Source: an optimization exercise on an open RTL-to-GDS flow (aim: small area, a short achievable clock period and few clock cycles per item). Production flows keep margins and buffers that such runs may drop.
Function was checked by simulation only, so behaviour that the tests miss may differ from the original.
Power is estimated from default activity; no workload was simulated.

`flow/design.v`:
```
package eic64_pkg;
  localparam int NUM_BANKS  = 2;
  localparam int BANK_W     = 32;
  localparam int BANK_IDX_W = (NUM_BANKS > 1) ? $clog2(NUM_BANKS) : 1;
  typedef enum logic [1:0] {
    CMD_TICK  = 2'd0,
    CMD_READ  = 2'd1,
    CMD_WRITE = 2'd2
  } cmd_t;
  typedef enum logic [1:0] {
    KIND_ENABLE   = 2'd0,
    KIND_POLARITY = 2'd1,
    KIND_STATUS   = 2'd2
  } kind_t;
  typedef logic [BANK_W-1:0] word_t;
  typedef struct packed {
    logic [1:0]  cmd;
    logic [2:0]  reg_sel;
    logic [31:0] write_data;
    logic [31:0] levels_lo;
    logic [31:0] levels_hi;
  } req_t;
  typedef struct packed {
    logic [31:0] read_data;
    logic        irq_out;
  } res_t;
endpackage
module edge_interrupt_controller_64_top (
  input  logic             clk,
  input  logic             rst,
  input  logic             req_valid,
  output logic             req_stall,
  input  eic64_pkg::req_t  req,
  output logic             res_valid,
  input  logic             res_stall,
  output eic64_pkg::res_t  res
);
  logic [31:0] en0, en1, pol0, pol1, raw0, raw1, st0, st1;
  logic [5:0]  rsel;    
  logic accept;
  assign req_stall = res_valid & res_stall;
  assign accept    = req_valid & ~req_stall;
  wire [1:0]  cmd  = req.cmd;
  wire [2:0]  sel  = req.reg_sel;
  wire [31:0] wd   = req.write_data;
  wire [31:0] lv0  = req.levels_lo;
  wire [31:0] lv1  = req.levels_hi;
  wire tick = accept & (cmd == 2'd0);
  wire rd   = (cmd == 2'd1);
  wire wr   = accept & (cmd == 2'd2);
  wire w_en0  = wr & (sel == 3'd0);
  wire w_en1  = wr & (sel == 3'd1);
  wire w_pol0 = wr & (sel == 3'd2);
  wire w_pol1 = wr & (sel == 3'd3);
  wire w_st0  = wr & (sel == 3'd4);
  wire w_st1  = wr & (sel == 3'd5);
  wire [31:0] wdr = wd & {32{~rst}};
  always_ff @(posedge clk) begin
    if (rst | w_en0)  en0  <= wdr;
    if (rst | w_en1)  en1  <= wdr;
    if (rst | w_pol0) pol0 <= wdr;
    if (rst | w_pol1) pol1 <= wdr;
    if (rst | tick)   raw0 <= lv0 & {32{~rst}};
    if (rst | tick)   raw1 <= lv1 & {32{~rst}};
  end
  wire [31:0] pe0 = raw0 ^ pol0;
  wire [31:0] pe1 = raw1 ^ pol1;
  wire [31:0] ne0 = w_pol0 ? (raw0 ^ wd) : (lv0 ^ pol0);
  wire [31:0] ne1 = w_pol1 ? (raw1 ^ wd) : (lv1 ^ pol1);
  wire [31:0] set0 = {32{tick | w_pol0}} & ne0 & ~pe0 & en0;
  wire [31:0] set1 = {32{tick | w_pol1}} & ne1 & ~pe1 & en1;
  wire [31:0] clr0 = {32{w_st0}} & wd;
  wire [31:0] clr1 = {32{w_st1}} & wd;
  always_ff @(posedge clk) begin
    if (rst) begin
      st0 <= '0;
      st1 <= '0;
    end else begin
      st0 <= (st0 & ~clr0) | set0;
      st1 <= (st1 & ~clr1) | set1;
    end
  end
  always_ff @(posedge clk) begin
    if (rst)            res_valid <= 1'b0;
    else if (accept)    res_valid <= 1'b1;
    else if (!res_stall) res_valid <= 1'b0;
  end
  always_ff @(posedge clk) begin
    if (!req_stall) begin
      rsel[0] <= rd & (sel == 3'd0);
      rsel[1] <= rd & (sel == 3'd1);
      rsel[2] <= rd & (sel == 3'd2);
      rsel[3] <= rd & (sel == 3'd3);
      rsel[4] <= rd & (sel == 3'd4);
      rsel[5] <= rd & (sel == 3'd5);
    end
  end
  assign res.read_data = ({32{rsel[0]}} & en0)  | ({32{rsel[1]}} & en1)  |
                         ({32{rsel[2]}} & pol0) | ({32{rsel[3]}} & pol1) |
                         ({32{rsel[4]}} & st0)  | ({32{rsel[5]}} & st1);
  assign res.irq_out   = (|st0) | (|st1);
endmodule
```
`flow/flow/run.sh`:
```
#!/bin/bash
# Standard layout, except that the port buffers are buf_2 cells rather than the slow
# delay-buffer cells buffer_ports picks by default. Each step's output goes to a log here.
set -euo pipefail
bash standard.sh synth > run_synth.log 2>&1
bash standard.sh "BUFFER_PORTS_ARGS=-buffer_cell sky130_fd_sc_hd__buf_2" finish > run_layout.log 2>&1
```
`flow/standard.sh`:
```
#!/bin/bash
# synth_recipe.tcl (not shown) runs the flow's synth.tcl, then flattens the netlist and writes it again
# the make line also repeats each setting of config.mk as NAME=value (left out here)
make -C /OpenROAD-flow-scripts/flow DESIGN_CONFIG=/design/flow/config.mk WORK_HOME=/design/flow/orfs CLKGATE_MAP_FILE= SYNTH_SCRIPT=/design/flow/synth_recipe.tcl "${@:-finish}"
```
`flow/config.mk`:
```
export PLATFORM = sky130hd
export DESIGN_NAME = edge_interrupt_controller_64_top
export DESIGN_NICKNAME = edge_interrupt_controller_64_top
export VERILOG_FILES = /design/flow/design.v
export SDC_FILE = /design/flow/constraint.sdc
export NUM_CORES = 4
export LEC_CHECK = 0
export CAP_MARGIN = 20
export CORE_MARGIN = 2
export CORE_UTILIZATION = 40
export SETUP_SLACK_MARGIN = 2.0
export SLEW_MARGIN = 20
```
`flow/constraint.sdc`:
```
create_clock -name core_clock -period 4.0 [get_ports {clk}]
set_input_delay 0.8000 -clock core_clock [delete_from_list [all_inputs] [get_ports {clk}]]
set_output_delay 0.8000 -clock core_clock [all_outputs]
set_load 0.01 [all_outputs]
```
==> summary.md, run 1 <==
| Metric | Value |
|---|---|
| Result of the run | `timing/DRC/antenna clean` |
| Non-filler instance count after layout | `1669` |
| Arrival time of data at the critical path endpoint | `2160 ps` |
| Pwr per Cell Area | `427 nW/um2` |
| Setup Skew | `7.01 ps` |
| Wire length of the first global-routing pass | `60000 um` |
| Proportion of power drawn by the clock network | `39.2%` |
| Count of H-tree levels built during CTS | `1` |
| Pin count of the biggest net entering global routing | `131` |
| Initial DRC count | `979` |
| Required time at the endpoint of the critical path | `3200 ps` |
| Hold Worst Slack | `523 ps` |
| Clock transition at the registers of the reported paths | `60 ps` |
| Most common cell after layout, fill and taps aside | `sky130_fd_sc_hd__edfxtp_1` |
| Syn Nets | `1189` |
| Initial cell density of the core | `40.6%` |
| Clock root buffer | `sky130_fd_sc_hd__clkbuf_16` |
| Routability Congestion | `0.817` |
| Proportion of synthesized chip area in sequential cells | `56.7%` |
| Endpoint class of the critical path | `output port` |
| Routed wire per std cell | `24.1 um` |
| Count of final max-slew check failures | `0` |
| Type of the setup path with the least slack | `flip-flop to output port` |
| Setup TNS | `0 ps` |
| Final setup fails | `0` |
| Vias in the first global route | `9859` |
| Sequential share of power | `46.9%` |
| Layout-stage area growth over the synthesis result | `29.5%` |
| Global-route congestion overflow total | `0` |
| Slew of the pin with the lowest slew margin | `713 ps` |
| Proportion of total power due to net switching | `25.5%` |
| TritonCTS clock tree | `yes` |
| Cell area after synthesis | `12800 um2` |
| TritonCTS buffer count | `29` |
| Maximum ir drop on the vdd rail | `313 uV` |
| Fraction of final layout cells sized beyond drive strength 1 | `30.7%` |
| I/O pin count | `140` |
| Max-cap violations | `0` |
| Final core utilization | `52.6%` |
| Final Hold Fails | `0` |
| Overall power of the completed layout | `7070 uW` |
| Post-detailed-route via-to-cell ratio | `5.86` |
| Reported leakage power | `0.00603 uW` |
| Max-slew headroom at the worst pin | `52.5%` |
| Overall routing resource usage | `23.7%` |
| Die area | `33400 um2` |
| Area contributors post-synth | `sky130_fd_sc_hd__edfxtp_1 47%, sky130_fd_sc_hd__dfxtp_1 10%, sky130_fd_sc_hd__xnor2_1 8.8%` |
| Leading cell types in the layout, fill and taps excluded | `198 x sky130_fd_sc_hd__edfxtp_1, 128 x sky130_fd_sc_hd__xnor2_1, 115 x sky130_fd_sc_hd__buf_2` |
| Combinational fraction of design power | `13.9%` |
| Number of sinks driven by the clock tree | `263` |
| Post-detailed-routing wire length | `40200 um` |
| Number of cell rows | `65` |
| Fmax achieved | `0.338 GHz` |
| Number of synthesized register bits | `263` |
| Die outline height | `183 um` |
| Mean cell area of the mapped netlist | `11.8 um2` |
| Switching power | `1810 uW` |
| Int Pwr | `5270 uW` |
| Die extent in x | `183 um` |
| Number of cells in the design after placement | `1583` |
| Crit share post-route | `73.9%` |
| Net total in the final layout | `1350` |
| Hold Path Class | `input pin to flip-flop` |
| Port bufs | `139` |
| Gate count of the mapped netlist | `1084` |
| Fraction of synthesized cell area taken by the top area cell type | `46.5%` |
| Buffer levels on the longest clock path | `3` |
| Post-synth cell types | `32` |
| Pre-antenna DRT Iters | `6` |
| Synth Warn # | `1` |
| Clock latency (worst-skew pair) | `540 ps` |
| N_diodes | `0` |
| Number of antenna-violating nets in the routed design | `0` |
| Drc violations | `0` |
| DR vias | `9786` |
| CP startpoint kind | `flip-flop` |
| Core outline area | `31500 um2` |
| Number of buffers added to fix hold violations after cts | `0` |
| Half-perimeter wire length after placement | `22700 um` |
| Antenna violations before repair | `0` |
| Maximum fanout count along the critical path | `3` |
| Minimum period implied by the final worst setup slack | `2960 ps` |
| Dominant cell type by area after synthesis | `sky130_fd_sc_hd__edfxtp_1` |
| Setup repair after global routing missed its margin | `yes` |
power by group through the flow:
stage                     sequential, uW  combinational (uW)  clock (uW)
final                               3320                 982        2770
after floorplan                     3300                 485           0
after global routing                3340                1050        2910
after CTS                           3310                 957        2800
after global placement              3350                 771           0
after detailed placement            3360                 781           0
worst max-delay path, cell delays in order, from the launching register on:
cell and delay (ps):
sky130_fd_sc_hd__dfxtp_1 360, sky130_fd_sc_hd__nor4_4 360, sky130_fd_sc_hd__nand4_1 140, sky130_fd_sc_hd__or4_4 610
sky130_fd_sc_hd__buf_6 150
through the flow:
step,worst slack [ps],area (um2)
floorplan,1780,12900
global placement,1300,14000
detailed placement,1290,14000
CTS,1080,16300
global route,989,16600
finish,1040,16600
per-layer routing:
metal  vias to the layer above  GRT usage [%]  routed length (um)
met5                         -              0                   0
met4                         0           6.00                 993
met3                        84           4.19                2970
met2                       413           39.2               19100
met1                      4877           32.4               17200
li1                       4412              -                   -
kinds of logic after synthesis:
family | after synthesis | share of synthesized area (%)
AOI/OAI and AO/OA | 290 | 16.4
DFF | 263 | 56.7
and+or+nand+nor | 241 | 10.6
xor gates and xnor gates | 192 | 13.2
buffers and inverters | 98 | 3.20
registers in the layout (all words and copies together), names as in the netlist, 32 cells and up:
register,cells
raw1,32
st0,32
pol1,32
raw0,32
pol0,32
en1,32
en0,32
st1,32
layout make-up:
type | count | area [um2]
Multi-Input combinational cell | 727 | 6030
Fill cell | 2681 | 14900
Clock inverter | 13 | 171
Clock buffer | 40 | 807
Inverter | 35 | 141
Sequential cell | 263 | 7260
Tap cell | 402 | 503
Timing Repair Buffer | 189 | 1640
cell usage after synthesis, drive strengths merged:
library cell,number
a211o,32
nor2,6
edfxtp,198
or2,2
xnor2,128
xor2,64
nor3,4
clkbuf,49
dfxtp,65
or4,2
a41o,32
inv,35
nand4,4
a21oi,32
o22ai,32
buf,14
or3,1
nor2b,96
nand3,65
nand2b,5
nand2,36
o21ai,34
a22oi,128
nor4,20
path summary, 6_finish.rpt:
kind	start	endpoint	slack (ps)	cells past startpoint
worst max-delay path	st0[13]	res[0]	1040	4
worst min-delay path	req_valid	res_valid	520	3
worst max register to register	res_valid	st1[15]	2000	7
worst min register to register	en0[0]	st0[0]	530	1
repair_timing:
action / CTS / global route
gates resized for setup: 188 / 41
cloned: 12 / 1
setup buffers: 16 / 4
pin swaps: 58 / 23
setup endpoints to repair: 130 / 194
Testbench counts, summed over its fixed seeds: cycles 26,677, items 24,000.
==> run 2, diff against run 1 <==
==> flow/run.sh (new file) <==
#!/bin/bash
# synth_recipe.tcl (not shown) runs the flow's synth.tcl, then flattens the netlist and writes it again
# the make line also repeats each setting of config.mk as NAME=value (left out here)
make -C /OpenROAD-flow-scripts/flow DESIGN_CONFIG=/design/flow/config.mk WORK_HOME=/design/flow/orfs CLKGATE_MAP_FILE= SYNTH_SCRIPT=/design/flow/synth_recipe.tcl finish
--- a/flow/config.mk
+++ b/flow/config.mk
@@ -8,5 +8,4 @@
 export CAP_MARGIN = 20
 export CORE_MARGIN = 2
 export CORE_UTILIZATION = 40
-export SETUP_SLACK_MARGIN = 2.0
 export SLEW_MARGIN = 20
removed: flow/flow/run.sh
removed: flow/standard.sh
==> run 2 against run 1 <==
Still clean. Die area unchanged. Total power down 5.5%. Setup slack worse by 690 ps. Hold slack worse by 5.1 ps. Final area down 6.0%. Sequential cell count unchanged. Final cell count down 1.8%. Via count down 2.8%. Largest cell class unchanged. Highest routed layer unchanged.
==> summary.md, run 2 <==
| Metric | Value |
|---|---|
| Gate count of the mapped netlist | `1084 (unchanged)` |
| Drc violations | `0 (unchanged)` |
| Port bufs | `139 (unchanged)` |
| Setup WS post-layout | `359 ps (was 1040 ps)` |
| Fmax achieved | `0.275 GHz (was 0.338 GHz)` |
| Number of buffers added for setup after CTS | `0 (was 16)` |
| Clock latency (worst-skew pair) | `550 ps (was 540 ps)` |
| Count of final max-slew check failures | `0 (unchanged)` |
| Arrival time of data at the critical path endpoint | `2840 ps (was 2160 ps)` |
| Synth Warn # | `1 (unchanged)` |
| Number of synthesized register bits | `263 (unchanged)` |
| Worst hold start | `en0[14] (was req_valid)` |
| Non-filler instance count after layout | `1639 (was 1669)` |
| Initial cell density of the core | `40.6% (unchanged)` |
| Routability Congestion | `0.837 (was 0.817)` |
| Result of the run | `timing/DRC/antenna clean (unchanged)` |
| Dominant cell type by area after synthesis | `sky130_fd_sc_hd__edfxtp_1 (unchanged)` |
| Crit share post-route | `91.0% (was 73.9%)` |
| Clock transition at the registers of the reported paths | `60 ps (about the same)` |
| Wire length of the first global-routing pass | `57200 um (was 60000 um)` |
| Share of async-settable or async-resettable flops after synthesis | `0% (unchanged)` |
| Max-slew headroom at the worst pin | `48.9% (was 52.5%)` |
| Source of the worst register-to-register timing path | `res_valid (unchanged)` |
| Die outline height | `183 um (unchanged)` |
| Cts repair resizes | `0 (was 188)` |
| Mean cell area of the mapped netlist | `11.8 um2 (unchanged)` |
| Cell area after synthesis | `12800 um2 (unchanged)` |
| Number of sinks driven by the clock tree | `263 (unchanged)` |
| Die extent in x | `183 um (unchanged)` |
| Vias in the first global route | `9669 (was 9859)` |
| Initial DRC count | `1051 (was 979)` |
| Routed wire per std cell | `23.2 um (was 24.1 um)` |
| Setup repair after global routing missed its margin | `no (was yes)` |
| Top FF cell, synth | `sky130_fd_sc_hd__edfxtp_1 (unchanged)` |
| Minimum period implied by the final worst setup slack | `3640 ps (was 2960 ps)` |
| Worst path buffer plus inverter count | `1 (unchanged)` |
| Fraction of synthesized cell area taken by the top area cell type | `46.5% (unchanged)` |
| Number of antenna-violating nets in the routed design | `0 (unchanged)` |
| Final setup fails | `0 (unchanged)` |
| Setup Skew | `6.96 ps (was 7.01 ps)` |
| Final Hold Fails | `0 (unchanged)` |
| Net total in the final layout | `1323 (was 1350)` |
| Overall power of the completed layout | `6680 uW (was 7070 uW)` |
| Buffer levels on the longest clock path | `3 (unchanged)` |
| Number of buffers added to fix hold violations after cts | `0 (unchanged)` |
| Most frequent cell after synthesis | `sky130_fd_sc_hd__edfxtp_1 (unchanged)` |
| Placed cell areas | `14700 um2 (was 14000 um2)` |
| Setup slack after placement | `885 ps (was 1290 ps)` |
| Met2 track utilization from global routing | `36.3% (was 39.2%)` |
| Pin count of the biggest net entering global routing | `131 (unchanged)` |
| Post-synth cell types | `32 (unchanged)` |
| Number of cells in the design after placement | `1590 (was 1583)` |
| Maximum ir drop on the vdd rail | `314 uV (was 313 uV)` |
| CP startpoint kind | `flip-flop (unchanged)` |
| Met1 Track Usage GR | `31.4% (was 32.4%)` |
| Met3 usage | `3.53% (was 4.19%)` |
| DR vias | `9516 (was 9786)` |
| Syn Nets | `1189 (unchanged)` |
| Maximum fanout count along the critical path | `3 (unchanged)` |
| Launching instance or port of the critical path | `st1[7] (was st0[13])` |
| Proportion of synthesized chip area in sequential cells | `56.7% (unchanged)` |
| Reported leakage power | `0.00539 uW (was 0.00603 uW)` |
| Post-detailed-routing wire length | `38100 um (was 40200 um)` |
| N_diodes | `0 (unchanged)` |
| Type of the setup path with the least slack | `flip-flop to output port (unchanged)` |
| Crit-path max cell delay | `620 ps (was 610 ps)` |
| TritonCTS buffer count | `28 (was 29)` |
| Fraction of final layout cells sized beyond drive strength 1 | `6.22% (was 30.7%)` |
| Setup TNS | `0 ps (unchanged)` |
| Max-cap violations | `0 (unchanged)` |
| I/O pin count | `140 (unchanged)` |
| Clock root buffer | `sky130_fd_sc_hd__clkbuf_16 (unchanged)` |
| Pre-antenna DRT Iters | `5 (was 6)` |
| Overall routing resource usage | `22.5% (was 23.7%)` |
| Top cell types by occurrence after synthesis | `198 x sky130_fd_sc_hd__edfxtp_1, 128 x sky130_fd_sc_hd__a22oi_1, 128 x sky130_fd_sc_hd__xnor2_1, 96 x sky130_fd_sc_hd__nor2b_1 (unchanged)` |
| CP delay by family, top | `simple AND/OR/NAND/NOR gates (unchanged)` |
| Hold Path Class | `flip-flop to flip-flop (was input pin to flip-flop)` |
| Leading cell types in the layout, fill and taps excluded | `198 x sky130_fd_sc_hd__edfxtp_1, 138 x sky130_fd_sc_hd__clkdlybuf4s50_1, 128 x sky130_fd_sc_hd__a22oi_1, 128 x sky130_fd_sc_hd__xnor2_1, 96 x sky130_fd_sc_hd__nor2b_1 (was 198 x sky130_fd_sc_hd__edfxtp_1, 128 x sky130_fd_sc_hd__xnor2_1, 115 x sky130_fd_sc_hd__buf_2)` |
| Global-route congestion overflow total | `0 (unchanged)` |
| Count of H-tree levels built during CTS | `1 (unchanged)` |
| Worst-path cell chain | `nor4_1, nand4_1, or4_1, clkdlybuf4s50_1 (was nor4_4, nand4_1, or4_4, buf_6)` |
| Layout-stage area growth over the synthesis result | `21.8% (was 29.5%)` |
| Die area | `33400 um2 (unchanged)` |
| Number of enable-type register cells in the synthesized netlist | `198 (unchanged)` |
| Slowest library cell on the worst path | `sky130_fd_sc_hd__or4_1 (was sky130_fd_sc_hd__or4_4)` |
| Core outline area | `31500 um2 (unchanged)` |
| Most common cell after layout, fill and taps aside | `sky130_fd_sc_hd__edfxtp_1 (unchanged)` |
| Number of cell rows | `65 (unchanged)` |
| Endpoint class of the critical path | `output port (unchanged)` |
| Pwr per Cell Area | `430 nW/um2 (was 427 nW/um2)` |
| Area contributors post-synth | `sky130_fd_sc_hd__edfxtp_1 47%, sky130_fd_sc_hd__dfxtp_1 10%, sky130_fd_sc_hd__xnor2_1 8.8% (unchanged)` |
| Antenna violations before repair | `0 (unchanged)` |
| Slew of the pin with the lowest slew margin | `766 ps (was 713 ps)` |
| TritonCTS clock tree | `yes (unchanged)` |
| Required time at the endpoint of the critical path | `3200 ps (about the same)` |
| Post-detailed-route via-to-cell ratio | `5.81 (was 5.86)` |
| Busiest layer in global routing | `met2 (unchanged)` |
| Half-perimeter wire length after placement | `23200 um (was 22700 um)` |
| Cell area after layout | `15600 um2 (was 16600 um2)` |
-- run 2: final timing paths --
path / depth (start not counted) / endpoint / slack [ps]
worst max-delay path: 4 / res[0] / 360
worst min-delay path: 1 / st0[14] / 520
worst max register to register: 6 / en1[15] / 1870
worst min register to register: 1 / st0[14] / 520
-- run 2: kinds of logic after synthesis --
group,share of synthesized area (%)
AO/OA/AOI/OAI,16.4
XOR/XNOR,13.2
AND/OR/NAND/NOR,10.6
flip-flops,56.7
buffers and inverters,3.20
-- run 2: layer usage --
metal / wire [um] / share of wire, %
met2: 17800 / 47
met3: 2710 / 7.1
met1: 16600 / 44
met4: 962 / 2.5
met5: 0 / 0
-- run 2: area by class of cell --
cell class	count	area (um2)
fillers	2749	15900
flip-flops and latches	263	7250
multi-input cells	723	5190
repair buffers	167	1640
clock buffers	44	782
well taps	402	503
inverters	35	133
clock inverters	5	73.8
-- run 2: where the power goes --
group | internal (uW) | total, uW | switching [uW] | leakage (uW)
sequential | 3140 | 3290 | 158 | 0.00250
combinational | 431 | 892 | 461 | 0.00248
clock | 1460 | 2500 | 1040 | 0.000413
total | 5020 | 6680 | 1660 | 0.00539
-- run 2: stage by stage --
step	utilization (%)	hold WS (ps)
2_1_floorplan	-	484
3_3_place_gp	46.7	495
3_5_place_dp	46.7	508
4_1_cts	49.4	517
5_1_grt	49.4	534
6_report	49.4	518

==> separate check: timing with driven ports <==
No port has a modelled driver above. Below, the same layouts with a new extraction and two added sets of constraints.
Step 1 (the two cells are an assumption about what drives the block):
set clk [get_ports {clk}]
set_driving_cell -lib_cell sky130_fd_sc_hd__clkbuf_16 $clk
set_driving_cell -lib_cell sky130_fd_sc_hd__buf_2 [delete_from_list [all_inputs] $clk]
Step 2 adds t to the input delays and takes it off the output delays; t is the mean of the earliest and latest rising clock arrival at the registers after step 1. Input paths then give back, and output paths get back, about the clock's delay inside the block.
a / b / c = ideal / step 1 / step 2; a / b = the first two.
| run | t (ns) | setup slack, ns | worst data-port slew with drivers (ns) |
|---|---|---|---|
| run 1 | 0.592 | 1.044 / 0.991 / 1.403 | 0.04 |
| run 2 | 0.596 | 0.359 / 0.307 / 0.852 | 0.04 |
After both steps every run listed still meets setup and hold.
